What follows belongs to an exercise in optimizing a design on an open flow for small area and a short achievable clock period; a production flow would make more cautious choices. RTL that was checked went through simulation tests only; none was proved equivalent to the original. Power is estimated from default activity; no workload was simulated.

// rs_alu
module rs_alu (
  input  logic                 clk,
  input  logic                 rst,
  input  logic                 disp_valid,
  input  logic [TAG_W-1:0]     disp_src_a,
  input  logic [TAG_W-1:0]     disp_src_b,
  input  logic [TAG_W-1:0]     disp_dest,
  input  logic                 disp_rdy_a,
  input  logic                 disp_rdy_b,
  input  logic [DATA_W-1:0]    disp_imm,
  input  logic                 disp_dest_valid,
  input  logic [OP_W-1:0]      disp_alu_op,
  input  logic [SPECTAG_W-1:0] disp_spectag,
  input  logic                 disp_specbit,
  input  logic [AGE_W-1:0]     disp_age,
  input  logic [DLY_W-1:0]     disp_delay,
  input  logic                 br_valid,
  input  logic                 br_success,
  input  logic [SPECTAG_W-1:0] br_tag,
  output logic                 full,
  output logic                 issue_valid,
  output logic [TAG_W-1:0]     issue_src_a,
  output logic [TAG_W-1:0]     issue_src_b,
  output logic [TAG_W-1:0]     issue_dest,
  output logic [DATA_W-1:0]    issue_imm,
  output logic                 issue_dest_valid,
  output logic [OP_W-1:0]      issue_alu_op,
  output logic [SPECTAG_W-1:0] issue_spectag,
  output logic                 issue_specbit
);
export LEC_CHECK = 0
export CAP_MARGIN = 20
export CORE_MARGIN = 2
export CORE_UTILIZATION = 60
export SETUP_SLACK_MARGIN = 5.0
export SLEW_MARGIN = 20
export TNS_END_PERCENT = 0
create_clock -name core_clock -period 7.5 [get_ports {clk}]
run.sh (not shown) runs the stock make flow with config.mk's settings and CLKGATE_MAP_FILE= SYNTH_SCRIPT=/design/flow/synth_recipe.tcl, a recipe that flattens the netlist after the stock synthesis.
==> next run, changes <==
==> flow/flow/run.sh (new file) <==
#!/bin/bash
# Standard layout, with plain buffers on the ports and sizing not tied to cell footprints.
set -euo pipefail
bash standard.sh BUFFER_PORTS_ARGS="-buffer_cell sky130_fd_sc_hd__buf_2" MATCH_CELL_FOOTPRINT=0 finish > flow_make.log 2>&1
==> flow/standard.sh (new file) <==
#!/bin/bash
# synth_recipe.tcl (not shown) runs the flow's synth.tcl, then flattens the netlist and writes it again
# the make line also repeats each setting of config.mk as NAME=value (left out here)
make -C /OpenROAD-flow-scripts/flow DESIGN_CONFIG=/design/flow/config.mk WORK_HOME=/design/flow/orfs CLKGATE_MAP_FILE= SYNTH_SCRIPT=/design/flow/synth_recipe.tcl "${@:-finish}"
removed: flow/run.sh
What happened:
- non-clock buffer count rises by 2
- final area drops slightly
- clock skew climbs by 0.0046 ns
- setup slack gets better by 0.059 ns
- clock power stays flat
- sequential power barely changes
- register-to-register slack gains 0.06 ns
- hold slack barely changes
- die area is unchanged
- core utilization falls by 1.4 points
- routed wire length goes up by a few percent
==> next run, changes <==
==> flow/run.sh (new file) <==
#!/bin/bash
# synth_recipe.tcl (not shown) runs the flow's synth.tcl, then flattens the netlist and writes it again
# the make line also repeats each setting of config.mk as NAME=value (left out here)
make -C /OpenROAD-flow-scripts/flow DESIGN_CONFIG=/design/flow/config.mk WORK_HOME=/design/flow/orfs CLKGATE_MAP_FILE= SYNTH_SCRIPT=/design/flow/synth_recipe.tcl finish
Settings changed: SETUP_SLACK_MARGIN 5.0 to 3.8.
removed: flow/flow/run.sh
removed: flow/standard.sh
The new run ran to the end with no violations.
Synthesized area stays the same.
Sequential power stays flat.
Hold slack improves by 0.0040 ns.
==> next run, changes <==
Settings changed: ABC_CLOCK_PERIOD_IN_PS set to 2000, SETUP_SLACK_MARGIN 3.8 to 4.5.
After rerunning: The changed run ran to the end with no violations; power is lower by 1.2%; clock skew is about the same; via count goes up by 3.9%; non-clock buffer count goes up by 95; synthesized cell count stays the same.
No run of this note included a check of the RTL's function; only the layout flow was run.

## run A
Another version of the RTL of rs_alu (not shown whole).
Size in the first run: roughly 2,000 cells after synthesis.
export LEC_CHECK = 0
export CAP_MARGIN = 20
export CORE_MARGIN = 2
export CORE_UTILIZATION = 60
export CTS_BUF_LIST = sky130_fd_sc_hd__clkbuf_16
export CTS_CLUSTER_DIAMETER = 100
export CTS_CLUSTER_SIZE = 20
export SETUP_SLACK_MARGIN = 5.0
export SLEW_MARGIN = 20
export TNS_END_PERCENT = 10
create_clock -name core_clock -period 7.5 [get_ports {clk}]
standard.sh (not shown) runs the stock make flow with config.mk's settings and CLKGATE_MAP_FILE= SYNTH_SCRIPT=/design/flow/synth_recipe.tcl, a recipe that flattens the netlist after the stock synthesis.
==> flow/flow/run.sh <==
#!/bin/bash
# Standard layout, with plain buffers on the ports and sizing not tied to cell footprints.
set -euo pipefail
bash standard.sh BUFFER_PORTS_ARGS="-buffer_cell sky130_fd_sc_hd__buf_2" MATCH_CELL_FOOTPRINT=0 finish > flow_make.log 2>&1
## Diff of input files: run B against run A
Settings: CORE_UTILIZATION now 65, was 60; TNS_END_PERCENT now 0, was 10.
Notes after the runs:
Run B finished every stage and its layout cleared the timing, DRC and antenna checks.
Measured against each other, run A and run B differ in clock-buffer cell count, the lower figure coming from run A.
Global-route usage over all layers: run B vs run A up 3.3 points
Worst setup slack after placement delta (run B − run A): favourable
Comparing run A and run B, the lower via count of the first global-routing pass is on run B.
According to the power report, total power for run B is lower than for run A.
diff inputs: run B => run C
Settings: SETUP_SLACK_MARGIN now 4.7, was 5.0; CORE_UTILIZATION now 60, was 65.
### Flow results
In terms of net count after synthesis, run B and run C differ only marginally.
Count of flip-flops with a built-in enable after synthesis of run C is on par with run B.
Compared with run B, run C shows a higher die area.
Relative to run B, proportion of power drawn by the clock network has gone down in run C.
| final area | lower: run C |
Sort run B and run C by fraction of met2 tracks used by global routing asc -> top: run C
Measured against run C, the clock buffer count of run B comes out at 1.05 times the reference value.
Edits applied to the flow inputs when going from run C to run D:
Settings: CORE_UTILIZATION changed from 60 to 50; SETUP_SLACK_MARGIN changed from 4.7 to 5.0.
Findings:
- Relative to run C, post-detailed-route wirelength per cell has gone down in run D.
- For run C, the end point of the critical path was issue_src_b[1], unlike run D, where it was issue_imm[31].
- Compare run C and run D | met2 routing resource usage after global routing higher: run C
- Area: run D vs run C -> run D larger
- Status: total setup violations reported at the end of the flow parity (run C, run D)

## run 2
rs_alu, a different RTL version from the one above (not shown whole).
Size in the first run: about 2100 cells after synthesis, ~710 flip-flops, ~30000 sq um of cells after synthesis.
clock: 7.5 ns
lec_check: 0
cap_margin: 20
core_margin: 2
core_utilization: 65
cts_buf_list: sky130_fd_sc_hd__clkbuf_8
cts_cluster_diameter: 60
cts_cluster_size: 14
place_density: 0.75
setup_slack_margin: 5.0
slew_margin: 20
tns_end_percent: 0
Scripts as last shown in full above: flow/flow/run.sh
Run 2 ended with every stage complete and zero timing, DRC or antenna violations.
#### Input delta (run 4 over run 2)
--- a/flow/config.mk
+++ b/flow/config.mk
@@ -8,9 +8,8 @@
 export CAP_MARGIN = 20
 export CORE_MARGIN = 2
-export CORE_UTILIZATION = 65
-export CTS_BUF_LIST = sky130_fd_sc_hd__clkbuf_8
-export CTS_CLUSTER_DIAMETER = 60
-export CTS_CLUSTER_SIZE = 14
-export PLACE_DENSITY = 0.75
+export CORE_UTILIZATION = 60
+export CTS_BUF_LIST = sky130_fd_sc_hd__clkbuf_16
+export CTS_CLUSTER_DIAMETER = 100
+export CTS_CLUSTER_SIZE = 25
 export SETUP_SLACK_MARGIN = 5.0
 export SLEW_MARGIN = 20
Findings:
Power of run 4 falls short of that of run 2 slightly. Run 4 reports a higher timing-limited maximum frequency than run 2 does. Clock buffer count in the final layout, run 2 and run 4, lower one = run 4. In the flow results for run 2 and run 4, the final worst-path cycle share is smaller on run 4. Taking run 2 as the reference point, the global routing usage summed across all routing layers of run 4 falls by 0.42 points. Compare run 2 and run 4 | cell area lower: run 2. Diff run 2 -> run 4: horizontal die dimension went up about 4%, initial standard-cell utilization of the core saw a decrease, share of power burned in registers went up by 0.3 points, final instance count without filler cells +46.

## v2
RTL: one of the versions met above, not the one the previous note started from.
For scale: roughly 150 I/O pins, ~0.032 mm² of cells after synthesis.
Settings: LEC_CHECK=0, CAP_MARGIN=20, CORE_MARGIN=2, CORE_UTILIZATION=40, SETUP_SLACK_MARGIN=4.8, SLEW_MARGIN=20, TNS_END_PERCENT=0; clock period 7.5 ns.
run.sh (not shown) runs the stock make flow with config.mk's settings and CLKGATE_MAP_FILE= SYNTH_SCRIPT=/design/flow/synth_recipe.tcl, a recipe that flattens the netlist after the stock synthesis.
Stock flow here: none of the scripts above is used.
Having completed the whole flow, v2 delivered a layout that passed the timing, DRC and antenna checks.
Input-level comparison between v22 and v2:
- changing SETUP_SLACK_MARGIN from 4.8 to 4.5
- changing CORE_UTILIZATION from 40 to 60
==> flow/flow/run.sh (new file) <==
#!/bin/bash
# Standard layout, with plain buffers on the ports and sizing not tied to cell footprints.
set -euo pipefail
bash standard.sh BUFFER_PORTS_ARGS="-buffer_cell sky130_fd_sc_hd__buf_2" MATCH_CELL_FOOTPRINT=0 finish > flow_make.log 2>&1
==> flow/standard.sh (new file) <==
#!/bin/bash
# synth_recipe.tcl (not shown) runs the flow's synth.tcl, then flattens the netlist and writes it again
# the make line also repeats each setting of config.mk as NAME=value (left out here)
make -C /OpenROAD-flow-scripts/flow DESIGN_CONFIG=/design/flow/config.mk WORK_HOME=/design/flow/orfs CLKGATE_MAP_FILE= SYNTH_SCRIPT=/design/flow/synth_recipe.tcl "${@:-finish}"
removed: flow/run.sh
--- outcome ---
Between v2 and v22, global routing met3 resource utilization is higher for v22, v2 comes in under that. In v22 relative to v2, overall via count from detail_route had gone up by a few percent. Between v2 and v22, the flow reports average wire length per cell after detail routing increasing by a little under 10%. Looking at non-clock buffer area fraction after layout, v22 sits 2.6 points lower than v2 does. Going from v2 to v22, wire length on met1 shrinks by 5100 µm. Between v22 and v2, the data required time at the worst endpoint figures differ only marginally. v22 vs v2 — multi-input gate share of the layout cell area rose 1.2 points. v2 → v22: clock share of power fell 1.6 points, sequential portion of the cell area rose 2.6 points.
Edits applied to the flow inputs when going from v22 to v38:
- SETUP_SLACK_MARGIN: 4.5 -> 4.2
==> flow/run.sh (new file) <==
#!/bin/bash
# synth_recipe.tcl (not shown) runs the flow's synth.tcl, then flattens the netlist and writes it again
# the make line also repeats each setting of config.mk as NAME=value (left out here)
make -C /OpenROAD-flow-scripts/flow DESIGN_CONFIG=/design/flow/config.mk WORK_HOME=/design/flow/orfs CLKGATE_MAP_FILE= SYNTH_SCRIPT=/design/flow/synth_recipe.tcl finish
removed: flow/flow/run.sh
removed: flow/standard.sh
Notes after the runs:
Summary of v38 over v22: layout overhead on the synthesized area shows an increase of 1.2 points; wire length shows a reduction of about 4.3%; fraction of area in clock buffers and inverters shows no meaningful change; proportion of power drawn by the clock network shows an increase of 0.5 points; met1 wire length shows a reduction of 2.8%. As far as register area is concerned, v38 and v22 perform about the same. v38 vs v22, final cell count went down by 47. Looking at total design power, v38 sits about 0.5% above v22. Between v38 and v22, the total instance count after detailed placement figures differ only marginally. The end of the critical path comes out iss_dly[0] in one run and iss_dest[5] in the other, namely in v22 and v38 respectively. Fraction of area in registers was higher in the run labelled v22.
Function was not checked in any run of this note: the RTL went through the layout flow alone.

rev 12:
RTL: one of the versions met above, not the one the previous note started from.
Size: about 710 flip-flops, roughly 150 I/O pins, roughly 0.030 mm^2 of cells after synthesis.
export LEC_CHECK = 0
export CAP_MARGIN = 20
export CORE_MARGIN = 2
export CORE_UTILIZATION = 60
export SETUP_SLACK_MARGIN = 5.0
export SLEW_MARGIN = 20
export TNS_END_PERCENT = 0
create_clock -name core_clock -period 7.5 [get_ports {clk}]
standard.sh (not shown) runs the stock make flow with config.mk's settings and CLKGATE_MAP_FILE= SYNTH_SCRIPT=/design/flow/synth_recipe.tcl, a recipe that flattens the netlist after the stock synthesis.
==> flow/flow/run.sh <==
#!/bin/bash
# Standard layout, with plain buffers on the ports and sizing not tied to cell footprints.
set -euo pipefail
bash standard.sh BUFFER_PORTS_ARGS="-buffer_cell sky130_fd_sc_hd__buf_2" MATCH_CELL_FOOTPRINT=0 finish > flow_make.log 2>&1
Rev 12 went all the way through the flow, and no timing, DRC or antenna check failed.
What rev 13 does differently from rev 12 at the input level:
- CTS_BUF_LIST newly set to sky130_fd_sc_hd__clkbuf_8
- CTS_CLUSTER_DIAMETER newly set to 60
- CTS_CLUSTER_SIZE newly set to 14
## What came out
When the final numbers for rev 12 and rev 13 were put side by side, the growth of design area from synthesis to finish turned out to be smaller in rev 13.
Diff rev 12 -> rev 13 | timing-limited maximum frequency | decrease of 1.7%
Relative to rev 12, rev 13 improves standby leakage power.
Of rev 12 and rev 13, rev 13 shows the lower number of global-route vias before repair, with rev 12 above it.
Between rev 12 and rev 13, the hold buffer count at cts figures differ only marginally.
Rev 12 -> rev 13: power decreased by more than 10%
A capture point of the critical path of g_ent[4].u_ent.busy is what rev 12 shows, while g_ent[4].u_ent.cnt[0][0] belongs to rev 13.
Against rev 12, first-iteration DRC count in rev 13 came out worse.
For filler cell count in the final layout, dividing the value from rev 12 by the value from rev 13 gives 0.948.

Setup of red:
RTL: one of the versions met above, not the one the previous note started from.
For scale: ~2500 cells after synthesis, roughly 150 I/O pins, about 32000 sq um of cells after synthesis.
clock: 7.5 ns
lec_check: 0
cap_margin: 20
core_margin: 2
core_utilization: 60
setup_slack_margin: 4.5
slew_margin: 20
tns_end_percent: 0
run.sh (not shown) runs the stock make flow with config.mk's settings and CLKGATE_MAP_FILE= SYNTH_SCRIPT=/design/flow/synth_recipe.tcl, a recipe that flattens the netlist after the stock synthesis.
Stock flow here: none of the scripts above is used.
red: done, clean on timing, DRC and antenna
Setup changes, red to blue
Settings: SETUP_SLACK_MARGIN now 4.8, was 4.5; TNS_END_PERCENT no longer set, was 0; CORE_UTILIZATION now 40, was 60; ABC_AREA now 1, previously not set.
Notes after the runs:
Looking at launch point of the worst path, the g_ent[0].u_ent.busy result is from blue; the iss_dest[3] one comes from red. Comparing blue with red, the adder-cell share of the synthesized area came out essentially unchanged. Cell count for blue: 34% up relative to red. As of blue, average via count per standard cell had fallen by more than 10% compared to red. On via count of the first global-routing pass, the lower figure sits with red, not blue. | placeable core area | higher: blue |.
What green does differently from blue at the input level:
Settings: ABC_AREA removed (was 1).
Findings:
green against blue: final RePlAce weighted congestion increased by 0.022 relative to the old numbers, peak per-stage delay on the critical path rose 0.03 ns, met2 layer wire length in the routed design moved down.
No run of this note included a check of the RTL's function; only the layout flow was run.

rs_alu with an RTL version that a note above also has.
Size: ~2000 cells after synthesis, roughly 670 flip-flops.
==> flow/config.mk <==
export PLATFORM = sky130hd
export DESIGN_NAME = rs_alu
export DESIGN_NICKNAME = rs_alu
export VERILOG_FILES = /design/flow/design.v
export SDC_FILE = /design/flow/constraint.sdc
export NUM_CORES = 4
export LEC_CHECK = 0
export CAP_MARGIN = 20
export CORE_MARGIN = 2
export CORE_UTILIZATION = 60
export CTS_BUF_LIST = sky130_fd_sc_hd__clkbuf_16
export CTS_CLUSTER_DIAMETER = 120
export CTS_CLUSTER_SIZE = 30
export SETUP_SLACK_MARGIN = 5.0
export SLEW_MARGIN = 20
export TNS_END_PERCENT = 0
==> flow/constraint.sdc <==
create_clock -name core_clock -period 7.5 [get_ports {clk}]
set_input_delay 1.5000 -clock core_clock [delete_from_list [all_inputs] [get_ports {clk}]]
set_output_delay 1.5000 -clock core_clock [all_outputs]
set_load 0.01 [all_outputs]
standard.sh (not shown) runs the stock make flow with config.mk's settings and CLKGATE_MAP_FILE= SYNTH_SCRIPT=/design/flow/synth_recipe.tcl, a recipe that flattens the netlist after the stock synthesis.
Scripts as last shown in full above: flow/flow/run.sh
The starting point produced a clean layout.
==> next run, changes <==
- CTS_CLUSTER_DIAMETER: 120 -> 100
- CTS_CLUSTER_SIZE: 30 -> 20
- SETUP_SLACK_MARGIN: 5.0 -> 4.0
Via count rose by 1.8%.
Power grows by 5.8%.
Sequential share of layout area hardly moves.
Clock-buffer cell count climbs by 14.
Cell count came out higher by 0.86%.
Synthesized area stays the same.
Non-clock buffer count shrinks by 2.
Core utilization falls by 0.10 points.
==> next run, changes <==
- PLACE_DENSITY: unset -> 0.7
- SETUP_SLACK_MARGIN: 4.0 -> 5.0
Outcome: The new run ran to the end with no violations. Setup slack is better by 260 ps. Hold slack is better by 4.7 ps. Die area is unchanged. Core utilization rose by 1.2 points.
==> next run, changes <==
==> flow/flow/run.sh (replaced) <==
#!/bin/bash
# Standard layout, with plain buffers on the ports and sizing not tied to cell footprints.
set -euo pipefail
bash standard.sh BUFFER_PORTS_ARGS="-buffer_cell sky130_fd_sc_hd__buf_1" MATCH_CELL_FOOTPRINT=0 finish > flow_make.log 2>&1
- PLACE_DENSITY: 0.7 -> unset
Effect: First-iteration DRC count decreases by 17%; wire length decreases by 0.75%; register-to-register slack got worse by 20 ps; total power decreases by 0.83%; sequential power is about the same; fmax increases by 0.52%; clock power decreases by about 2%; synthesized area stays the same.
==> next run, changes <==
==> flow/flow/run.sh (replaced) <==
#!/bin/bash
# Standard layout, with plain buffers on the ports and sizing not tied to cell footprints.
set -euo pipefail
bash standard.sh BUFFER_PORTS_ARGS="-buffer_cell sky130_fd_sc_hd__buf_2" MATCH_CELL_FOOTPRINT=0 finish > flow_make.log 2>&1
- SETUP_SLACK_MARGIN: 5.0 -> 4.4
The changed run finished clean.
Clock-buffer cell count is higher by 1.
Design area hardly moves.
Worst setup slack is worse by 7.6 ps.
Die area is unchanged.
Register-to-register slack is better by 60 ps.
Critical path depth is unchanged.
Power is higher by 0.76%.
Utilization stays flat.
Clock power is higher by about 2%.
Wire length is higher by 1.4%.
==> next run, changes <==
- CORE_UTILIZATION: 60 -> 70
- PLACE_DENSITY: unset -> 0.78
- SETUP_SLACK_MARGIN: 4.4 -> 5.0
The new run completed without violations.
Setup slack loses 42 ps.
Sequential share of layout area climbs by 0.46 points.
Total power is about the same.
Sequential cell count does not change.
Clock-buffer cell count drops by 1.
Wire length drops by 3.0%.
Die area drops by 14%.
Clock skew climbs by 4.7 ps.
Cell area drops by 0.68%.
Cell count drops by 3.0%.
Utilization climbs by 11 points.

==> static timing again, ports no longer ideal <==
The flow's constraints put no driver on any port. The routed layouts listed below were extracted and timed again, unchanged, in two steps. Step 1, drivers: a clkbuf_16 drives clk and a buf_2 each remaining input, both assumed. Step 2 adds t to the input delays and takes it off the output delays; t is the mean of the earliest and latest rising clock arrival at the registers after step 1. Input paths then give back, and output paths get back, about the clock's delay inside the block. Slacks: no drivers / after step 1 / after step 2; pairs: no drivers / after step 1.
run	shift t [ns]	setup WS [ns]	clock arrival spread, ns
the first run of note 1	0.690	4.133 / 4.133 / 3.495	0.015 / 0.016
the second run of note 1	0.682	4.192 / 4.192 / 3.643	0.021 / 0.021
the third run of note 1	0.689	3.577 / 3.577 / 3.049	0.021 / 0.020
the fourth run of note 1	0.695	4.161 / 4.161 / 3.502	0.020 / 0.020
run A	0.633	4.272 / 4.211 / 3.811	0.028 / 0.028
run B	0.631	4.287 / 4.228 / 3.804	0.024 / 0.025
run C	0.633	4.256 / 4.197 / 3.823	0.041 / 0.042
run D	0.663	4.231 / 4.162 / 3.751	0.035 / 0.035
run 2	0.780	4.134 / 4.118 / 3.440	0.042 / 0.042
run 4	0.649	4.249 / 4.249 / 3.678	0.019 / 0.019
v2	0.700	4.037 / 4.037 / 3.457	0.033 / 0.033
v22	0.685	4.163 / 4.163 / 3.614	0.025 / 0.025
v38	0.678	4.000 / 3.977 / 3.353	0.023 / 0.023
rev 12	0.683	4.204 / 4.204 / 3.609	0.026 / 0.026
rev 13	0.769	4.146 / 4.138 / 3.412	0.057 / 0.058
red	0.695	4.161 / 4.161 / 3.502	0.020 / 0.020
blue	0.692	4.199 / 4.135 / 4.101	0.034 / 0.034
green	0.713	4.072 / 4.072 / 3.969	0.030 / 0.030
the first run of note 7	0.665	4.229 / 4.169 / 3.743	0.035 / 0.034
the second run of note 7	0.637	3.993 / 3.931 / 3.571	0.037 / 0.037
the third run of note 7	0.646	4.254 / 4.195 / 3.674	0.020 / 0.020
the fourth run of note 7	0.641	4.270 / 4.211 / 3.769	0.033 / 0.033
the fifth run of note 7	0.635	4.263 / 4.202 / 3.774	0.026 / 0.026
the sixth run of note 7	0.635	4.221 / 4.197 / 3.752	0.039 / 0.039
After both steps setup and hold are still met in every run listed. The setup slack of rev 13, which loses most, moves by -0.008 ns with the drivers and by -0.734 ns with both steps.
